What follows belongs to an exercise in optimizing a design on an open flow for small area, a short achievable clock period and few clock cycles per item; a production flow would make more cautious choices.
No activity file was given, so power comes from the tool's default toggle rates.

==> flow/design.v <==
package rmvs_pkg;
    localparam int FRAC_BITS = 16;
    localparam int CNT_W     = 32;
    localparam int VAL_W     = 32;
    localparam int SQ_W      = 64;
    localparam int BUSY_W    = 48;
    localparam int UTIL_W    = 17;
    localparam logic MODE_SAMPLE = 1'b0;
    localparam logic MODE_BUSY   = 1'b1;
endpackage
module running_mean_variance_stats (
    input  logic        aclk,
    input  logic        aresetn,
    input  logic        cfg_valid,
    output logic        cfg_ready,
    input  logic [47:0] cfg_data,
    input  logic        s_tvalid,
    output logic        s_tready,
    input  logic [31:0] s_tdata,    
    input  logic        s_tuser,    
    output logic        m_tvalid,
    input  logic        m_tready,
    output logic [119:0] m_tdata
);
    logic [31:0] n_reg, mean_reg;
    logic [63:0] s_reg;
    logic [47:0] busy_reg, total_reg;
    logic [31:0] sd_reg;           
    logic [16:0] util_reg;
    logic        pend_reg;         
    logic        stale_reg;        
    logic        xv_reg, xm_reg;
    logic [31:0] x_reg;
    logic        f_busy, f_neg, f_dbit, f_qbit, f_util;
    logic [5:0]  f_cnt;
    logic [31:0] f_rem, f_nq, f_d1;
    logic [63:0] f_acc;
    logic        r_busy, r_kz;
    logic [4:0]  r_cnt;
    logic [31:0] r_k;
    logic [63:0] r_rem, r_q;
    logic        u_run, u_done, u_isbusy, u_bit, u_tz;
    logic [4:0]  u_cnt;
    logic [47:0] u_rem;
    logic [16:0] u_q;
    logic        p_v, p_busy;      
    logic        h_v, h_busy;      
    logic [16:0] h_val;
    logic s_fire, c_fire, m_fire;
    assign s_tready  = !xv_reg;
    assign cfg_ready = !xv_reg && !u_run && !p_v;
    assign m_tvalid  = pend_reg && !r_busy;
    assign m_tdata   = {7'd0, util_reg, sd_reg, mean_reg, n_reg};
    assign s_fire = s_tvalid && s_tready;
    assign c_fire = cfg_valid && cfg_ready;
    assign m_fire = m_tvalid && m_tready;
    logic n_max;                   
    logic n_ge3;                   
    logic u_start;
    assign u_start = p_v && !u_run && !u_done;
    logic need_u;
    assign need_u = xm_reg || stale_reg;
    logic disp;
    assign disp = xv_reg && !f_busy && (!need_u || !p_v);
    logic [32:0] xm_diff;
    logic [31:0] mx_diff, d1_new;
    assign xm_diff = {1'b0, x_reg} - {1'b0, mean_reg};
    assign mx_diff = mean_reg - x_reg;
    assign d1_new  = xm_diff[32] ? mx_diff : xm_diff[31:0];
    logic [48:0] b_sum;
    logic [47:0] b_new;
    assign b_sum = {1'b0, busy_reg} + {17'd0, x_reg};
    assign b_new = b_sum[48] ? 48'hFFFF_FFFF_FFFF : b_sum[47:0];
    logic [32:0] f_sh;
    logic [34:0] f_dsum;
    logic [33:0] f_diff;
    logic        f_ge;
    assign f_sh   = {f_rem, f_nq[31]};
    assign f_dsum = {1'b0, f_sh, 1'b1} + {2'b11, ~n_reg, n_max};
    assign f_diff = f_dsum[34:1];
    assign f_ge   = !f_diff[33];
    logic [63:0] f_acc2, f_hor;
    assign f_acc2 = {f_acc[62:0], 1'b0};
    logic        f_sub;
    logic [63:0] f_add;
    assign f_sub = f_qbit && !f_dbit;
    assign f_add = (f_dbit ^ f_qbit) ? ({32'd0, f_d1} ^ {64{f_sub}}) : 64'd0;
    logic [64:0] f_hsum;
    assign f_hsum = {f_acc2, 1'b1} + {f_add, f_sub};
    assign f_hor  = f_hsum[64:1];
    logic [65:0] s_ca, s_cb, s_cc, s_cs, s_cy;
    logic [66:0] s_sum;
    logic [63:0] s_new;
    assign s_ca  = {2'b00, s_reg};
    assign s_cb  = {1'b0, f_acc2[63:0], 1'b0} >> 1;
    assign s_cc  = {{2{f_add[63]}}, f_add};
    assign s_cs  = s_ca ^ s_cb ^ s_cc;
    assign s_cy  = (s_ca & s_cb) | (s_ca & s_cc) | (s_cb & s_cc);
    assign s_sum = {s_cs, f_sub} + {s_cy[64:0], 1'b0, f_sub};
    assign s_new = s_sum[65] ? 64'hFFFF_FFFF_FFFF_FFFF : s_sum[64:1];
    logic [32:0] m_sum;
    logic [31:0] mean_new, n_new, k_new;
    assign m_sum    = {mean_reg, 1'b1} + {f_nq ^ {32{f_neg}}, f_neg};
    assign mean_new = m_sum[32:1];
    assign n_new    = n_max ? n_reg : n_reg + 32'd1;
    assign k_new    = n_max ? 32'hFFFF_FFFE : n_reg;
    logic f_fin;
    assign f_fin = f_busy && f_cnt[5];    
    logic slot;
    assign slot = !pend_reg || m_fire;
    logic commit_s;
    assign commit_s = f_fin && slot && !(h_v && h_busy) &&
                      !((u_run || u_done) && u_isbusy) && !(p_v && p_busy) &&
                      !(f_util && !h_v);
    logic commit_b;
    assign commit_b = h_v && h_busy && slot;
    logic h_pop;
    assign h_pop = commit_b || (commit_s && f_util);
    logic h_load;
    assign h_load = u_done && (!h_v || h_pop);
    logic [65:0] r_r4;
    logic [66:0] r_diff, r_ca, r_cb, r_cc, r_cs, r_cy;
    logic        r_b;
    assign r_r4   = {r_rem, s_reg[63:62]};
    assign r_ca   = {1'b0, r_r4};
    assign r_cb   = ~{1'b0, r_q, 2'b00};
    assign r_cc   = ~{35'd0, r_k};
    assign r_cs   = r_ca ^ r_cb ^ r_cc;
    assign r_cy   = (r_ca & r_cb) | (r_ca & r_cc) | (r_cb & r_cc);
    logic [67:0] r_dsum;
    assign r_dsum = {r_cs, 1'b1} + {r_cy[65:0], 1'b1, 1'b1};
    assign r_diff = r_dsum[67:1];
    assign r_b    = !r_diff[66] && !r_kz;
    logic [63:0] r_q2, r_qk;
    assign r_q2 = {r_q[62:0], 1'b0};
    assign r_qk = r_q2 + {32'd0, r_k};
    logic [48:0] u_sh;
    logic [49:0] u_diff;
    logic        u_ge;
    assign u_sh   = {u_rem, u_bit};
    assign u_diff = {1'b0, u_sh} - {2'b0, total_reg};
    assign u_ge   = !u_diff[49];
    logic [16:0] u_val;
    assign u_val = u_tz ? 17'd0 : (u_q[16] ? 17'h10000 : {1'b0, u_q[15:0]});
    always_ff @(posedge aclk) begin
        if (!aresetn) begin
            n_reg     <= '0;
            n_max     <= 1'b0;
            n_ge3     <= 1'b0;
            mean_reg  <= '0;
            s_reg     <= '0;
            busy_reg  <= '0;
            total_reg <= '0;
            sd_reg    <= '0;
            util_reg  <= '0;
            pend_reg  <= 1'b0;
            stale_reg <= 1'b0;
            xv_reg    <= 1'b0;
            f_busy    <= 1'b0;
            r_busy    <= 1'b0;
            u_run     <= 1'b0;
            u_done    <= 1'b0;
            h_v       <= 1'b0;
            p_v       <= 1'b0;
        end else begin
            if (s_fire) begin
                xv_reg <= 1'b1;
                x_reg  <= s_tdata;
                xm_reg <= s_tuser;
            end else if (disp) begin
                xv_reg <= 1'b0;
            end
            if (c_fire) begin
                total_reg <= cfg_data;
                stale_reg <= 1'b1;
            end else if (disp && need_u) begin
                stale_reg <= 1'b0;
            end
            if (disp) begin
                if (need_u) begin
                    p_v    <= 1'b1;
                    p_busy <= xm_reg;
                end
                if (xm_reg) begin
                    busy_reg <= b_new;
                end else begin
                    f_busy <= 1'b1;
                    f_util <= stale_reg;
                    f_neg  <= xm_diff[32];
                    f_d1   <= d1_new;
                    f_qbit <= 1'b0;
                    if (n_ge3) begin
                        f_cnt  <= 6'd2;
                        f_nq   <= {d1_new[29:0], 2'b00};
                        f_acc  <= d1_new[31] ? {32'd0, d1_new} : 64'd0;
                        f_dbit <= d1_new[30];
                    end else begin
                        f_cnt  <= 6'd0;
                        f_nq   <= d1_new;
                        f_acc  <= '0;
                        f_dbit <= 1'b0;
                    end
                end
            end
            if (f_busy && !f_cnt[5]) begin
                f_nq   <= {f_nq[30:0], f_ge};
                f_dbit <= f_nq[31];
                f_qbit <= f_ge;
                f_acc  <= f_hor;
                f_cnt  <= f_cnt + 6'd1;
            end
            if (u_start) begin
                p_v      <= 1'b0;
                u_run    <= 1'b1;
                u_isbusy <= p_busy;
                u_cnt    <= 5'd0;
                u_tz     <= (total_reg == 48'd0);
            end
            if (u_run) begin
                u_q   <= {u_q[15:0], u_ge};
                u_cnt <= u_cnt + 5'd1;
                if (u_cnt == 5'd16) begin
                    u_run  <= 1'b0;
                    u_done <= 1'b1;
                end
            end
            if (r_busy) begin
                sd_reg <= {sd_reg[30:0], r_b};
                s_reg  <= {s_reg[61:0], s_reg[63:62]};
                r_cnt  <= r_cnt + 5'd1;
                if (r_cnt == 5'd31) r_busy <= 1'b0;
            end
            if (h_load) begin
                h_v    <= 1'b1;
                h_busy <= u_isbusy;
                h_val  <= u_val;
                u_done <= 1'b0;
            end else if (h_pop) begin
                h_v    <= 1'b0;
            end
            if (commit_s) begin
                f_busy   <= 1'b0;
                n_reg    <= n_new;
                n_max    <= n_max || (n_reg == 32'hFFFF_FFFE);
                n_ge3    <= n_ge3 || (n_reg == 32'd2);
                mean_reg <= mean_new;
                pend_reg <= 1'b1;
                r_busy   <= 1'b1;
                r_k      <= k_new;
                r_kz     <= n_reg == 32'd0;
                sd_reg   <= '0;
                if (|n_reg[31:2]) begin
                    r_cnt <= 5'd1;
                    s_reg <= {s_new[61:0], s_new[63:62]};
                end else begin
                    r_cnt <= 5'd0;
                    s_reg <= s_new;
                end
                if (f_util) util_reg <= h_val;
            end else if (commit_b) begin
                util_reg <= h_val;
                pend_reg <= 1'b1;
            end else if (m_fire) begin
                pend_reg <= 1'b0;
            end
        end
    end
    always_ff @(posedge aclk) begin
        if (disp && !xm_reg) begin
            if (n_ge3) f_rem <= {30'd0, d1_new[31:30]};
            else       f_rem <= '0;
        end else begin
            f_rem <= f_ge ? f_diff[31:0] : f_sh[31:0];
        end
        if (u_start) begin
            u_rem <= {1'b0, busy_reg[47:1]};
            u_bit <= busy_reg[0];
        end else begin
            u_rem <= u_ge ? u_diff[47:0] : u_sh[47:0];
            u_bit <= 1'b0;
        end
        if (commit_s) begin
            r_q <= '0;
            if (|n_reg[31:2]) r_rem <= {62'd0, s_new[63:62]};
            else              r_rem <= '0;
        end else begin
            r_rem <= r_b ? r_diff[63:0] : r_r4[63:0];
            r_q   <= r_b ? r_qk : r_q2;
        end
    end
endmodule
export LEC_CHECK = 0
export CAP_MARGIN = 20
export CORE_MARGIN = 2
export CORE_UTILIZATION = 40
export SETUP_SLACK_MARGIN = 5
export SLEW_MARGIN = 20
create_clock -name core_clock -period 10.0 [get_ports {aclk}]
run.sh (not shown) runs the stock make flow with config.mk's settings and CLKGATE_MAP_FILE= SYNTH_SCRIPT=/design/flow/synth_recipe.tcl, a recipe that flattens the netlist after the stock synthesis.
Edit:
--- a/flow/design.v
+++ b/flow/design.v
@@ -28,10 +28,12 @@
     logic [31:0] sd_reg;           
     logic [16:0] util_reg;
     logic        pend_reg;         
     logic        stale_reg;        
-    logic        xv_reg, xm_reg;
-    logic [31:0] x_reg;
+    logic        xm_in;
+    logic [31:0] x_in;
+    assign x_in  = s_tdata;
+    assign xm_in = s_tuser;
     logic        f_busy, f_neg, f_dbit, f_qbit, f_util;
     logic [5:0]  f_cnt;
     logic [31:0] f_rem, f_nq, f_d1;
     logic [63:0] f_acc;
@@ -46,10 +48,10 @@
     logic        p_v, p_busy;      
     logic        h_v, h_busy;      
     logic [16:0] h_val;
     logic s_fire, c_fire, m_fire;
-    assign s_tready  = !xv_reg;
-    assign cfg_ready = !xv_reg && !u_run && !p_v;
+    assign s_tready  = !f_busy && !(p_v && need_u);
+    assign cfg_ready = !u_run && !p_v;
     assign m_tvalid  = pend_reg && !r_busy;
     assign m_tdata   = {7'd0, util_reg, sd_reg, mean_reg, n_reg};
     assign s_fire = s_tvalid && s_tready;
     assign c_fire = cfg_valid && cfg_ready;
@@ -58,19 +60,19 @@
     logic n_ge3;                   
     logic u_start;
     assign u_start = p_v && !u_run && !u_done;
     logic need_u;
-    assign need_u = xm_reg || stale_reg;
+    assign need_u = xm_in || stale_reg || c_fire;
     logic disp;
-    assign disp = xv_reg && !f_busy && (!need_u || !p_v);
+    assign disp = s_fire;
     logic [32:0] xm_diff;
     logic [31:0] mx_diff, d1_new;
-    assign xm_diff = {1'b0, x_reg} - {1'b0, mean_reg};
-    assign mx_diff = mean_reg - x_reg;
+    assign xm_diff = {1'b0, x_in} - {1'b0, mean_reg};
+    assign mx_diff = mean_reg - x_in;
     assign d1_new  = xm_diff[32] ? mx_diff : xm_diff[31:0];
     logic [48:0] b_sum;
     logic [47:0] b_new;
-    assign b_sum = {1'b0, busy_reg} + {17'd0, x_reg};
+    assign b_sum = {1'b0, busy_reg} + {17'd0, x_in};
     assign b_new = b_sum[48] ? 48'hFFFF_FFFF_FFFF : b_sum[47:0];
     logic [32:0] f_sh;
     logic [34:0] f_dsum;
     logic [33:0] f_diff;
@@ -106,9 +108,9 @@
     assign k_new    = n_max ? 32'hFFFF_FFFE : n_reg;
     logic f_fin;
     assign f_fin = f_busy && f_cnt[5];    
     logic slot;
-    assign slot = !pend_reg || m_fire;
+    assign slot = !pend_reg;
     logic commit_s;
     assign commit_s = f_fin && slot && !(h_v && h_busy) &&
                       !((u_run || u_done) && u_isbusy) && !(p_v && p_busy) &&
                       !(f_util && !h_v);
@@ -154,39 +156,28 @@
             sd_reg    <= '0;
             util_reg  <= '0;
             pend_reg  <= 1'b0;
             stale_reg <= 1'b0;
-            xv_reg    <= 1'b0;
             f_busy    <= 1'b0;
             r_busy    <= 1'b0;
             u_run     <= 1'b0;
             u_done    <= 1'b0;
             h_v       <= 1'b0;
             p_v       <= 1'b0;
         end else begin
-            if (s_fire) begin
-                xv_reg <= 1'b1;
-                x_reg  <= s_tdata;
-                xm_reg <= s_tuser;
-            end else if (disp) begin
-                xv_reg <= 1'b0;
-            end
-            if (c_fire) begin
-                total_reg <= cfg_data;
-                stale_reg <= 1'b1;
-            end else if (disp && need_u) begin
-                stale_reg <= 1'b0;
-            end
+            if (c_fire) total_reg <= cfg_data;
+            if (disp && need_u) stale_reg <= 1'b0;
+            else if (c_fire)    stale_reg <= 1'b1;
             if (disp) begin
                 if (need_u) begin
                     p_v    <= 1'b1;
-                    p_busy <= xm_reg;
-                end
-                if (xm_reg) begin
+                    p_busy <= xm_in;
+                end
+                if (xm_in) begin
                     busy_reg <= b_new;
                 end else begin
                     f_busy <= 1'b1;
-                    f_util <= stale_reg;
+                    f_util <= stale_reg || c_fire;
                     f_neg  <= xm_diff[32];
                     f_d1   <= d1_new;
                     f_qbit <= 1'b0;
                     if (n_ge3) begin
@@ -248,9 +239,12 @@
                 r_busy   <= 1'b1;
                 r_k      <= k_new;
                 r_kz     <= n_reg == 32'd0;
                 sd_reg   <= '0;
-                if (|n_reg[31:2]) begin
+                if (|n_reg[31:4]) begin
+                    r_cnt <= 5'd2;
+                    s_reg <= {s_new[59:0], s_new[63:60]};
+                end else if (|n_reg[31:2]) begin
                     r_cnt <= 5'd1;
                     s_reg <= {s_new[61:0], s_new[63:62]};
                 end else begin
                     r_cnt <= 5'd0;
@@ -265,9 +259,9 @@
             end
         end
     end
     always_ff @(posedge aclk) begin
-        if (disp && !xm_reg) begin
+        if (disp && !xm_in) begin
             if (n_ge3) f_rem <= {30'd0, d1_new[31:30]};
             else       f_rem <= '0;
         end else begin
             f_rem <= f_ge ? f_diff[31:0] : f_sh[31:0];
@@ -280,10 +274,11 @@
             u_bit <= 1'b0;
         end
         if (commit_s) begin
             r_q <= '0;
-            if (|n_reg[31:2]) r_rem <= {62'd0, s_new[63:62]};
-            else              r_rem <= '0;
+            if (|n_reg[31:4])      r_rem <= {60'd0, s_new[63:60]};
+            else if (|n_reg[31:2]) r_rem <= {62'd0, s_new[63:62]};
+            else                   r_rem <= '0;
         end else begin
             r_rem <= r_b ? r_diff[63:0] : r_r4[63:0];
             r_q   <= r_b ? r_qk : r_q2;
         end
Setup slack gains 98 ps.
Area after synthesis is about the same.
Synthesized cell count goes up by 2.4%.
Via count grows by 3.3%.
Core utilization increases by 0.71 points.
Wire length increases by 4.9%.
Power climbs by 1.1%.
Critical path depth falls by 19.
Register-to-register slack is better by 190 ps.
Design area increases by 1.4%.
Non-clock buffer count grows by 72.
Combinational power rises by 4.3%.
Cell count increases by 2.5%.
No functional check of the RTL was part of any run of this note.

[what the ideal ports hide]
How much do the figures lean on ideal ports? The routed layouts below were timed once more, with nothing changed but the port constraints. Step 1 sets driving cells, clkbuf_16 on the clock port and buf_2 on the other inputs (assumed; they add their load-dependent delay and slew). Step 2 moves the port delays by t, midway between the first and last clock arrival at a register: inputs arrive t later, outputs are due t later. That takes back most of the time a late clock gives input paths. a / b / c = ideal ports / drivers / drivers and shift; a / b = the first two.
| run | shift t [ns] | setup WS [ns] | worst setup path after step 2 | latest minus earliest clock arrival (ns) | worst data-port slew with drivers (ns) |
|---|---|---|---|---|---|
| the first run | 0.790 | 4.792 / 4.792 / 4.379 | input to register | 0.050 / 0.050 | 0.05 |
| the second run | 0.738 | 4.890 / 4.842 / 4.264 | input to register | 0.031 / 0.031 | 0.15 |
After both steps setup and hold are still met in every run listed. The setup slack of the second run, which loses most, moves by -0.048 ns with the drivers and by -0.626 ns with both steps.
